Source: an optimization exercise on an open RTL-to-GDS flow (aim: small area, a short achievable clock period and few clock cycles per item). Production flows keep margins and buffers that such runs may drop.
The RTL was checked by simulation tests, not by an equivalence proof against the original design.
Power figures rest on the tool's default switching activity, not on a simulated workload.

== old ==
Design stepper_position_pulser, start of the top module:
module stepper_position_pulser (
    input  logic               i_clk,
    input  logic               i_rst_n,
    input  logic               push,
    output logic               full,
    input  logic [1:0]         i_kind,
    input  logic signed [15:0] i_target_percent,
    input  logic               pop,
    output logic               empty,
    output logic               o_step_level,
    output logic               o_direction_level,
    output logic [15:0]        o_position_steps,
    output logic               o_busy_res,
    output logic               o_command_ignored,
    input  logic               i_cfg_valid,
    output logic               o_cfg_ready,
    input  logic [2:0]         i_cfg_index,
    input  logic [19:0]        i_cfg_data
);
==> flow/config.mk <==
export PLATFORM = sky130hd
export DESIGN_NAME = stepper_position_pulser
export DESIGN_NICKNAME = stepper_position_pulser
export VERILOG_FILES = /design/flow/design.v
export SDC_FILE = /design/flow/constraint.sdc
export NUM_CORES = 4
export LEC_CHECK = 0
export ABC_AREA = 1
export CAP_MARGIN = 20
export CORE_MARGIN = 2
export CORE_UTILIZATION = 40
export SETUP_SLACK_MARGIN = 5
export SLEW_MARGIN = 20
==> flow/constraint.sdc <==
create_clock -name core_clock -period 8.0 [get_ports {i_clk}]
set_input_delay 1.6000 -clock core_clock [delete_from_list [all_inputs] [get_ports {i_clk}]]
set_output_delay 1.6000 -clock core_clock [all_outputs]
set_load 0.01 [all_outputs]
standard.sh (not shown) runs the stock make flow with config.mk's settings and CLKGATE_MAP_FILE= SYNTH_SCRIPT=/design/flow/synth_recipe.tcl, a recipe that flattens the netlist after the stock synthesis.
==> flow/flow/run.sh <==
#!/bin/bash
set -euo pipefail
cd "$(dirname "$0")/.."
export BUFFER_PORTS_ARGS="-buffer_cell sky130_fd_sc_hd__buf_1"
bash standard.sh finish > std_flow.log 2>&1
test -s out/final.def
Testbench counts of old, summed over its fixed seeds: cycles 33,094, items 32,000.
Edits applied to the flow inputs when going from old to new:
--- a/flow/design.v
+++ b/flow/design.v
@@ -156,40 +156,40 @@
     end
     assign s_lo   = {1'b0, r_in[8:0], 1'b0} + {1'b0, pcf[9:0]};
     assign hi0    = reduce_hi(r_in[14:9], pcf[14:10], 1'b0);
     assign hi1    = reduce_hi(r_in[14:9], pcf[14:10], 1'b1);
     assign hi     = s_lo[10] ? hi1 : hi0;
     assign qd     = hi[6:5];
     assign r_new  = {hi[4:0], s_lo[9:0]};
     assign q_base = ph_step ? left[15:0] : 16'hFFFF;
-    logic add_c;
     always_comb begin
         if (ph_sub) begin
             add_a = left[15:0];             
             add_b = pos;
-            add_c = 1'b1;
-        end else if (a_kind == spp_pkg::KIND_HOME) begin
+        end else begin
             add_a = c_extra;
             add_b = c_travel;
-            add_c = 1'b0;
-        end else begin
-            add_a = {16{~dir}};
-            add_b = pos;
-            add_c = dir;
         end
     end
-    assign sum_c = {ph_sub, add_a, 1'b1} + {1'b0, add_b, add_c};
+    assign sum_c = {ph_sub, add_a, 1'b1} + {1'b0, add_b, ph_sub};
     assign sum   = sum_c[17:1];
     assign tev        = (timer == 19'd1);
     assign lzero      = (left[16:1] == 16'd0);
     assign lone       = lzero && left[0];
     assign tdec       = timer - 19'd1;
     assign ldec       = left - 17'd1;
-    assign pos_step   = sum[15:0];
+    always_comb begin
+        logic run;
+        run = 1'b1;
+        for (int i = 0; i < 16; i++) begin
+            pos_step[i] = pos[i] ^ run;
+            run         = run & (pos[i] ~^ dir);
+        end
+    end
     assign total_zero = (c_travel == 16'd0) && (c_extra == 16'd0);
     logic k_tick, k_move, k_home, m_settle, m_step, m_home;
     logic tick_act, ev, ev_settle, ev_fall, ev_low, fin, ign_item;
     logic leq0, apply_go, home_go, home_zero, settle_zero;
     logic s_calc, s_rl, s_settle, s_tdec;
     logic s_q, s_sum, s_ldec, s_neg;
     logic s_step, s_zero;
     logic [18:0] rl;
Findings:
Result: PASS for each of old and new. Looking at post-synthesis xor/xnor area fraction, new sits 0.37 points lower than old does. Summary of new over old: final-layout clock-cell area share lower, power spent charging and discharging nets lower, share of the core filled with cells in the final layout lower. Looking only at layout overhead on the synthesized area, and setting everything else aside, the higher value of old and new goes to old. Min combinational fraction of design power across old and new: new. Design area: new vs old down about 3.4%. new: overall routed net length about 3% below old. Per the comparison of new with old, area taken by flip-flops and latches about even, highest clock rate increased by about 10% relative to the old numbers, setup slack went up by 0.30 ns, cell count after synthesis rose 51, mux share of post-synthesis cell area barely changed. new gives less power than old did.
Testbench counts of new, summed over its fixed seeds: cycles 33,094, items 32,000.


Setup of P:
Another version of the RTL of stepper_position_pulser (not shown whole).
Size: ~2000 cells after synthesis, about 190 flip-flops, ~69 I/O pins, about 14000 µm² of cells after synthesis.
clock: 8.0 ns
lec_check: 0
abc_area: 1
cap_margin: 20
core_margin: 2
core_utilization: 40
setup_slack_margin: 5
slew_margin: 20
run.sh (not shown) runs the stock make flow with config.mk's settings and CLKGATE_MAP_FILE= SYNTH_SCRIPT=/design/flow/synth_recipe.tcl, a recipe that flattens the netlist after the stock synthesis.
Stock flow here: none of the scripts above is used.
Testbench counts of P, summed over its fixed seeds: cycles 33,094, items 32,000.
> inputs changed (P -> Q)
-- flow/design.v --
<<< P, line 149
    assign r_in   = ph_step ? timer[14:0] : 15'd0;
    assign pcf    = a_pc & {15{fbit}};
    logic [3:0] ft_msb;
    always_comb begin
        ft_msb = 4'd0;
        for (int i = 1; i < 16; i++)
            if (c_travel[i]) ft_msb = 4'(i);
    end
    assign s_lo   = {1'b0, r_in[8:0], 1'b0} + {1'b0, pcf[9:0]};
    assign hi0    = reduce_hi(r_in[14:9], pcf[14:10], 1'b0);
>>> Q, line 149
    assign r_in   = ph_step ? timer[14:0] : 15'd0;
    assign pcf    = a_pc & {15{fbit}};
    assign s_lo   = {1'b0, r_in[8:0], 1'b0} + {1'b0, pcf[9:0]};
    assign hi0    = reduce_hi(r_in[14:9], pcf[14:10], 1'b0);
<<< P, line 193
        n_sub   = ph_sub;
        n_apply = ph_apply;
        n_cc    = ft_msb;
        if (start || ph_step) begin
            n_left[15:0]  = {(qd[1] ? ldec[14:0] : q_base[14:0]), ~qd[0]};
            n_timer[14:0] = r_new;
            n_step        = 1'b1;
            n_cc          = (start ? ft_msb : cc) - 4'd1;
            if ((start ? ft_msb : cc) == 4'd0) begin
                n_step = 1'b0;
                n_sub  = 1'b1;
>>> Q, line 187
        n_sub   = ph_sub;
        n_apply = ph_apply;
        n_cc    = 4'd15;
        if (start || ph_step) begin
            n_left[15:0]  = {(qd[1] ? ldec[14:0] : q_base[14:0]), ~qd[0]};
            n_timer[14:0] = r_new;
            n_step        = 1'b1;
            n_cc          = start ? 4'd14 : cc - 4'd1;
            if (ph_step && cc == 4'd0) begin
                n_step = 1'b0;
                n_sub  = 1'b1;
--- outcome ---
In summary, Q completed successfully, with a layout that passed the timing, DRC and antenna checks. For the sequential power share, Q came in 4.1 points higher than P did. [Q] total power fell 400 µW relative to P. Number of well taps, P and Q: larger value in Q. Q improves on P in maximum frequency. Per the comparison of Q with P, mean cell area of the mapped netlist shows a reduction of about 3.2%, vias after detailed routing shows an increase of 0.72%. Q gives less internal power summed over all cells than P did. Looking at portion of total power attributed to the clock network across P and Q, the one that comes out lower is P.
Testbench counts of Q, summed over its fixed seeds: cycles 34,238, items 32,000.

## separate check: timing with driven ports
The results above use ideal ports. As a check the final layouts listed here were re-extracted and re-timed, cells and wires unchanged.
Step 1 (the two cells are an assumption about what drives the block):
set clk [get_ports {i_clk}]
set_driving_cell -lib_cell sky130_fd_sc_hd__clkbuf_16 $clk
set_driving_cell -lib_cell sky130_fd_sc_hd__buf_2 [delete_from_list [all_inputs] $clk]
Step 2 moves the port delays by t, midway between the first and last clock arrival at a register: inputs arrive t later, outputs are due t later. That takes back most of the time a late clock gives input paths.
a / b / c = ideal / step 1 / step 2; a / b = the first two.
run | t, ns | slack for setup (ns) | worst hold slack (ns)
old | 0.493 | 4.781 / 4.781 / 4.616 | 0.474 / 0.474 / 0.474
new | 0.487 | 5.082 / 5.073 / 4.615 | 0.478 / 0.478 / 0.478
P | 0.511 | 5.009 / 5.005 / 4.570 | 0.486 / 0.486 / 0.486
Q | 0.513 | 5.051 / 5.022 / 4.565 | 0.461 / 0.461 / 0.461
After both steps setup and hold are still met in every run listed. For Q, which loses most, drivers alone change the setup slack by -0.029 ns; drivers and shift together by -0.486 ns.
